Source: an optimization exercise on an open RTL-to-GDS flow (aim: small area, a short achievable clock period and few clock cycles per item). Production flows keep margins and buffers that such runs may drop.
Function was checked by simulation only, so behaviour that the tests miss may differ from the original.
No driver is modelled on the clock port, so clocking that relies on it looks cheaper here than on a real chip.
Power is estimated from default activity; no workload was simulated.

== run A ==
Design ppm_pulse_train_decoder_top, start of the top module:
module ppm_pulse_train_decoder_top #(
   parameter int unsigned MAX_CHANNELS  = 8,
   parameter int unsigned CYCLES_PER_US = 80
) (
   input  logic                                 clock,
   input  logic                                 reset,
   input  logic                                 req_valid,
   output logic                                 req_ready,
   input  logic                                 req_edge_rising,
   input  logic [ppmd_pkg::TS_W-1:0]            req_timestamp,
   output logic                                 rsp_valid,
   input  logic                                 rsp_ready,
   output logic [ppmd_pkg::CHAN_W-1:0]          rsp_channel,
   output logic [ppmd_pkg::WIDTH_W-1:0]         rsp_width_us,
   output logic [ppmd_pkg::FRAME_W-1:0]         rsp_frame_number,
   output logic [ppmd_pkg::RESYNC_W-1:0]        rsp_resync_total,
   output logic                                 rsp_last,
   input  logic                                 csr_valid,
   output logic                                 csr_ready,
   input  logic [ppmd_pkg::CSR_INDEX_W-1:0]     csr_index,
   input  logic [ppmd_pkg::CSR_DATA_W-1:0]      csr_wdata
);
clock: 8.0 ns
lec_check: 0
cap_margin: 20
core_margin: 2
core_utilization: 40
cts_buf_list: sky130_fd_sc_hd__clkbuf_8
cts_cluster_diameter: 60
cts_cluster_size: 16
setup_slack_margin: 4.0
slew_margin: 20
standard.sh (not shown) runs the stock make flow with config.mk's settings and CLKGATE_MAP_FILE= SYNTH_SCRIPT=/design/flow/synth_recipe.tcl, a recipe that flattens the netlist after the stock synthesis.
==> flow/flow/run.sh <==
#!/bin/bash
# The standard layout with two changes, both after the standard synthesis:
#  - the combinational cells of the standard synthesis's netlist are mapped
#    again by ABC with a delay-aware script (flow/remap.abc); the flip-flops,
#    their names and cells, are kept as they are (read as black boxes);
#  - plain buf_2 cells as the port buffers instead of delay buffers;
#  - after CTS, cells off the critical paths are shrunk (flow/post_cts.tcl).
# Logs: make_synth.log and make.log (make), remap.log (yosys), and the ORFS
# step logs under orfs/logs/.
set -euo pipefail
export BUFFER_PORTS_ARGS="-buffer_cell sky130_fd_sc_hd__buf_2"
export POST_CTS_TCL=$PWD/flow/post_cts.tcl
PLAT=$FLOW_HOME/platforms/sky130hd
LIB=$PLAT/lib/sky130_fd_sc_hd__tt_025C_1v80.lib
RES=orfs/results/sky130hd/ppm_pulse_train_decoder_top/base
LOGS=orfs/logs/sky130hd/ppm_pulse_train_decoder_top/base

bash standard.sh synth > make_synth.log 2>&1

python3 flow/split_lib.py "$LIB" comb.lib seq.lib
DONT_USE=$(grep -o -- "-dont_use [A-Za-z0-9_]*" $LOGS/1_2_yosys.log | sort -u | tr '\n' ' ')
cp $RES/1_2_yosys.v 1_2_yosys_standard.v
cat > remap.ys <<EOS
read_liberty -lib seq.lib
read_liberty -ignore_miss_func comb.lib
read_verilog -noblackbox 1_2_yosys_standard.v
hierarchy -top $FLOW_TOP
flatten
opt_clean
abc -liberty $LIB $DONT_USE -script flow/remap.abc
opt_clean -purge
hilomap -singleton -hicell sky130_fd_sc_hd__conb_1 HI -locell sky130_fd_sc_hd__conb_1 LO
splitnets
opt_clean -purge
insbuf -buf sky130_fd_sc_hd__buf_4 A X
rename -hide w:*.*
check
stat -liberty $LIB
write_verilog -noattr -noexpr -nohex -nodec $RES/1_2_yosys.v
EOS
yosys -s remap.ys > remap.log 2>&1
rm -f $RES/1_synth.odb $RES/1_synth.sdc

bash standard.sh > make.log 2>&1
==> flow/flow/post_cts.tcl <==
# After CTS and its timing repair: shrink cells off the critical paths, as
# far as the setup margin allows, then legalize the placement again.
repair_timing -recover_power 100 -setup_margin $::env(SETUP_SLACK_MARGIN) -verbose
detailed_placement
check_placement -verbose
==> flow/flow/remap.abc <==
strash; dch -f; map -D 2800; topo; buffer; upsize; dnsize
Other scripts of this flow, unchanged in this note and not shown: flow/flow/split_lib.py
Run A | status: complete | timing, DRC, antenna: pass
Testbench counts of run A, summed over its fixed seeds: cycles 5,896, items 2,560.
Modified inputs, run B compared to run A
# run A
export LEC_CHECK = 0
export CAP_MARGIN = 20
export CORE_MARGIN = 2
export CORE_UTILIZATION = 40
export CTS_BUF_LIST = sky130_fd_sc_hd__clkbuf_8
export CTS_CLUSTER_DIAMETER = 60
export CTS_CLUSTER_SIZE = 16
export SETUP_SLACK_MARGIN = 4.0
export SLEW_MARGIN = 20
create_clock -name core_clock -period 8.0 [get_ports {clock}]
# run B
export LEC_CHECK = 0
export CAP_MARGIN = 20
export CORE_MARGIN = 2
export CORE_UTILIZATION = 40
export CTS_BUF_LIST = sky130_fd_sc_hd__clkbuf_8
export CTS_CLUSTER_DIAMETER = 60
export CTS_CLUSTER_SIZE = 16
export SETUP_SLACK_MARGIN = 3.5
export SLEW_MARGIN = 20
create_clock -name core_clock -period 8.0 [get_ports {clock}]
diff --git a/flow/flow/run.sh b/flow/flow/run.sh
--- a/flow/flow/run.sh
+++ b/flow/flow/run.sh
@@ -6,2 +6 @@
-#  - plain buf_2 cells as the port buffers instead of delay buffers;
-#  - after CTS, cells off the critical paths are shrunk (flow/post_cts.tcl).
+#  - plain buf_2 cells as the port buffers instead of delay buffers.
@@ -12 +10,0 @@
-export POST_CTS_TCL=$PWD/flow/post_cts.tcl
removed: flow/flow/post_cts.tcl
### Flow results
- Sort run B and run A by combinational power, descending, and run A comes first.
- End point of the critical path: rsp_width_us[13] -> run B, frame_ff[31] -> run A
- [compare] base=run A new=run B: number of stages on the worst setup path went down by 19; delay of the slowest cell on the worst path -150 ps; routed wire length went down.
Changes in run C relative to run B:
# run B
export LEC_CHECK = 0
export CAP_MARGIN = 20
export CORE_MARGIN = 2
export CORE_UTILIZATION = 40
export CTS_BUF_LIST = sky130_fd_sc_hd__clkbuf_8
export CTS_CLUSTER_DIAMETER = 60
export CTS_CLUSTER_SIZE = 16
export SETUP_SLACK_MARGIN = 3.5
export SLEW_MARGIN = 20
create_clock -name core_clock -period 8.0 [get_ports {clock}]
# run C
export LEC_CHECK = 0
export CAP_MARGIN = 20
export CORE_MARGIN = 2
export CORE_UTILIZATION = 40
export CTS_BUF_LIST = sky130_fd_sc_hd__clkbuf_8
export CTS_CLUSTER_DIAMETER = 60
export CTS_CLUSTER_SIZE = 16
export SETUP_SLACK_MARGIN = 4.25
export SLEW_MARGIN = 20
create_clock -name core_clock -period 8.0 [get_ports {clock}]
Results
Between run B and run C, the slew at the pin with the worst max-slew slack figures differ only marginally. Run C ends up with a number of cells on the worst reg-to-reg path that is 9 higher than in run B. Routed wire length in run C vs run B: up 6.9%. Diff run B..run C | hold slack | negligible. Sort run B and run C by number of inserted diodes asc -> top: run C. Arrival time at the worst endpoint (higher): run C. Diff run B -> run C | met2 track utilization from global routing | increase of 1.9 points.
### run C -> run D
# run C
export LEC_CHECK = 0
export CAP_MARGIN = 20
export CORE_MARGIN = 2
export CORE_UTILIZATION = 40
export CTS_BUF_LIST = sky130_fd_sc_hd__clkbuf_8
export CTS_CLUSTER_DIAMETER = 60
export CTS_CLUSTER_SIZE = 16
export SETUP_SLACK_MARGIN = 4.25
export SLEW_MARGIN = 20
create_clock -name core_clock -period 8.0 [get_ports {clock}]
# run D
export LEC_CHECK = 0
export CAP_MARGIN = 20
export CORE_MARGIN = 2
export CORE_UTILIZATION = 40
export CTS_BUF_LIST = sky130_fd_sc_hd__clkbuf_8
export CTS_CLUSTER_DIAMETER = 60
export CTS_CLUSTER_SIZE = 16
export SETUP_SLACK_MARGIN = 4.0
export SLEW_MARGIN = 20
create_clock -name core_clock -period 8.0 [get_ports {clock}]
==> flow/flow/remap.abc <==
&get -n; &st; &dch; &nf -D 2800 -R 1000; &put; buffer; upsize; dnsize
Findings:
Net switching component of the power, run C and run D: smaller value in run D
The final period demand of the worst path of run D is higher than that of run C.
Diff run C and run D: number of global-route vias before repair lower in run D
Between run C and run D, layout overhead on the synthesized area decreased.
Run D against run C: total die area went down; number of buffers inserted during clock tree synthesis now smaller; synthesized cell count -21%; buffering stage count on the worst path with inverters included lost 3.

========
== run 1 ==
Starting RTL as in the previous note.
==> flow/config.mk <==
export PLATFORM = sky130hd
export DESIGN_NAME = ppm_pulse_train_decoder_top
export DESIGN_NICKNAME = ppm_pulse_train_decoder_top
export VERILOG_FILES = /design/flow/design.v
export SDC_FILE = /design/flow/constraint.sdc
export NUM_CORES = 4
export LEC_CHECK = 0
export CAP_MARGIN = 0
export CORE_MARGIN = 2
export CORE_UTILIZATION = 40
export SETUP_SLACK_MARGIN = 4.0
export SLEW_MARGIN = 0
==> flow/constraint.sdc <==
create_clock -name core_clock -period 8.0 [get_ports {clock}]
set_input_delay 1.6000 -clock core_clock [delete_from_list [all_inputs] [get_ports {clock}]]
set_output_delay 1.6000 -clock core_clock [all_outputs]
set_load 0.01 [all_outputs]
run.sh (not shown) runs the stock make flow with config.mk's settings and CLKGATE_MAP_FILE= SYNTH_SCRIPT=/design/flow/synth_recipe.tcl, a recipe that flattens the netlist after the stock synthesis.
Stock flow here: none of the scripts above is used.
Testbench counts of run 1, summed over its fixed seeds: cycles 5,896, items 2,560.
## Diff of input files: run 2 against run 1
- a change of CORE_UTILIZATION from 40 to 75
- a change of SLEW_MARGIN from 0 to 20
- a change of CAP_MARGIN from 0 to 20
Results
- Looking at initial standard-cell utilization of the core, run 2 sits 36 points higher than run 1 does.
- Relative to run 1, hold slack has increased by 8.4 ps in run 2.
- [run 2] aggregate global-route resource usage rose 23 points relative to run 1
- Run 2 vs run 1 — post-detailed-routing wire length climbed by more than 10%
- Measured against each other, run 1 and run 2 differ in cell count after placement, the lower figure coming from run 2.
- Going from run 1 to run 2, the total design power was found to have gone up by about 1.8%.
- For layout buffer count excluding clock buffers, dividing the value from run 2 by the value from run 1 gives 1.10.
- Critical path's largest stage delay, run 1 and run 2: larger value in run 2
- When run 2 is measured against run 1, its layout net count turns out 0.52% higher.
- Looking at setup slack, run 2 sits 63 ps below run 1.
- Run 2 finished end to end and its layout was clean on timing, DRC and antenna.
Setup changes, run 2 to run 3
- CTS_CLUSTER_SIZE now 20, previously not set
- CORE_UTILIZATION now 40, was 75
- CTS_BUF_LIST now sky130_fd_sc_hd__clkbuf_4, previously not set
==> flow/flow/run.sh (new file) <==
#!/bin/bash
# The standard layout, with plain buf_2 cells as the port buffers instead of
# the delay buffers buffer_ports picks by default. Each tool's full output
# goes to the ORFS step logs under orfs/logs/; make's own output to make.log.
set -euo pipefail
export BUFFER_PORTS_ARGS="-buffer_cell sky130_fd_sc_hd__buf_2"
bash standard.sh > make.log 2>&1
==> flow/standard.sh (new file) <==
#!/bin/bash
# synth_recipe.tcl (not shown) runs the flow's synth.tcl, then flattens the netlist and writes it again
# the make line also repeats each setting of config.mk as NAME=value (left out here)
make -C /OpenROAD-flow-scripts/flow DESIGN_CONFIG=/design/flow/config.mk WORK_HOME=/design/flow/orfs CLKGATE_MAP_FILE= SYNTH_SCRIPT=/design/flow/synth_recipe.tcl "${@:-finish}"
removed: flow/run.sh
==> summary.txt <==
Run 3 vs run 2 — clock latency on the worst-skew pair rose 310 ps.
Going from run 2 to run 3, the total power was found to have gone down by 4.2%.
Maximum achievable frequency up about 0.45% in run 3 wrt run 2
Comparing run 2 and run 3, the higher net switching power is on run 2.
Looking at kind of critical path, the flop to output port result is from run 3; the flop to flop one comes from run 2.
Summary: with run 2 as the reference, cell area in run 3 moved down slightly.
Looking at the reports, run 3 completed the entire flow and the layout it produced met the timing, design-rule and antenna checks.
Summary of run 3 over run 2: clock share of power went down 0.8 points, post-placement cell count went up by about 14%.
Against run 2, number of rows in the core area in run 3 rose by more than a quarter.
#### Input delta (run 4 over run 3)
- removing CTS_CLUSTER_SIZE (formerly 20)
- changing CORE_UTILIZATION from 40 to 60
- removing CTS_BUF_LIST (formerly sky130_fd_sc_hd__clkbuf_4)
==> flow/run.sh (new file) <==
#!/bin/bash
# synth_recipe.tcl (not shown) runs the flow's synth.tcl, then flattens the netlist and writes it again
# the make line also repeats each setting of config.mk as NAME=value (left out here)
make -C /OpenROAD-flow-scripts/flow DESIGN_CONFIG=/design/flow/config.mk WORK_HOME=/design/flow/orfs CLKGATE_MAP_FILE= SYNTH_SCRIPT=/design/flow/synth_recipe.tcl finish
removed: flow/flow/run.sh
removed: flow/standard.sh
Compared with run 3, in run 4 proportion of cell area spent on the clock network went down; half-perimeter wire length after placement went down; final cycle utilization of the critical path went up. Changes observed in run 4 relative to run 3: die area decreased by about 33% relative to the old numbers, routed wirelength normalized by instance count increased by 7.4% relative to the old numbers.

==> separate check: timing with driven ports <==
No port has a modelled driver above. Below, the same layouts with a new extraction and two added sets of constraints. Step 1 (the two cells are an assumption about what drives the block):
set clk [get_ports {clock}]
set_driving_cell -lib_cell sky130_fd_sc_hd__clkbuf_16 $clk
set_driving_cell -lib_cell sky130_fd_sc_hd__buf_2 [delete_from_list [all_inputs] $clk]
Step 2 adds t to the input delays and takes it off the output delays; t is the mean of the earliest and latest rising clock arrival at the registers after step 1. Input paths then give back, and output paths get back, about the clock's delay inside the block. Three values: ideal ports, drivers, drivers and shift; two values: the first two.
run | t, ns | slack for setup (ns) | worst setup path after step 2
run A | 0.653 | 4.066 / 4.066 / 3.514 | input to register
run B | 0.671 | 3.743 / 3.690 / 3.506 | input to register
run C | 0.653 | 4.215 / 4.215 / 3.587 | input to register
run D | 0.656 | 4.108 / 4.108 / 3.511 | input to register
run 1 | 0.623 | 4.056 / 3.995 / 3.522 | input to register
run 2 | 0.595 | 3.993 / 3.954 / 3.466 | input to register
run 3 | 0.890 | 4.011 / 3.957 / 3.269 | input to register
run 4 | 0.601 | 3.934 / 3.879 / 3.601 | input to register
After both steps every run listed still meets setup and hold. For run 3, which loses most, drivers alone change the setup slack by -0.054 ns; drivers and shift together by -0.742 ns.
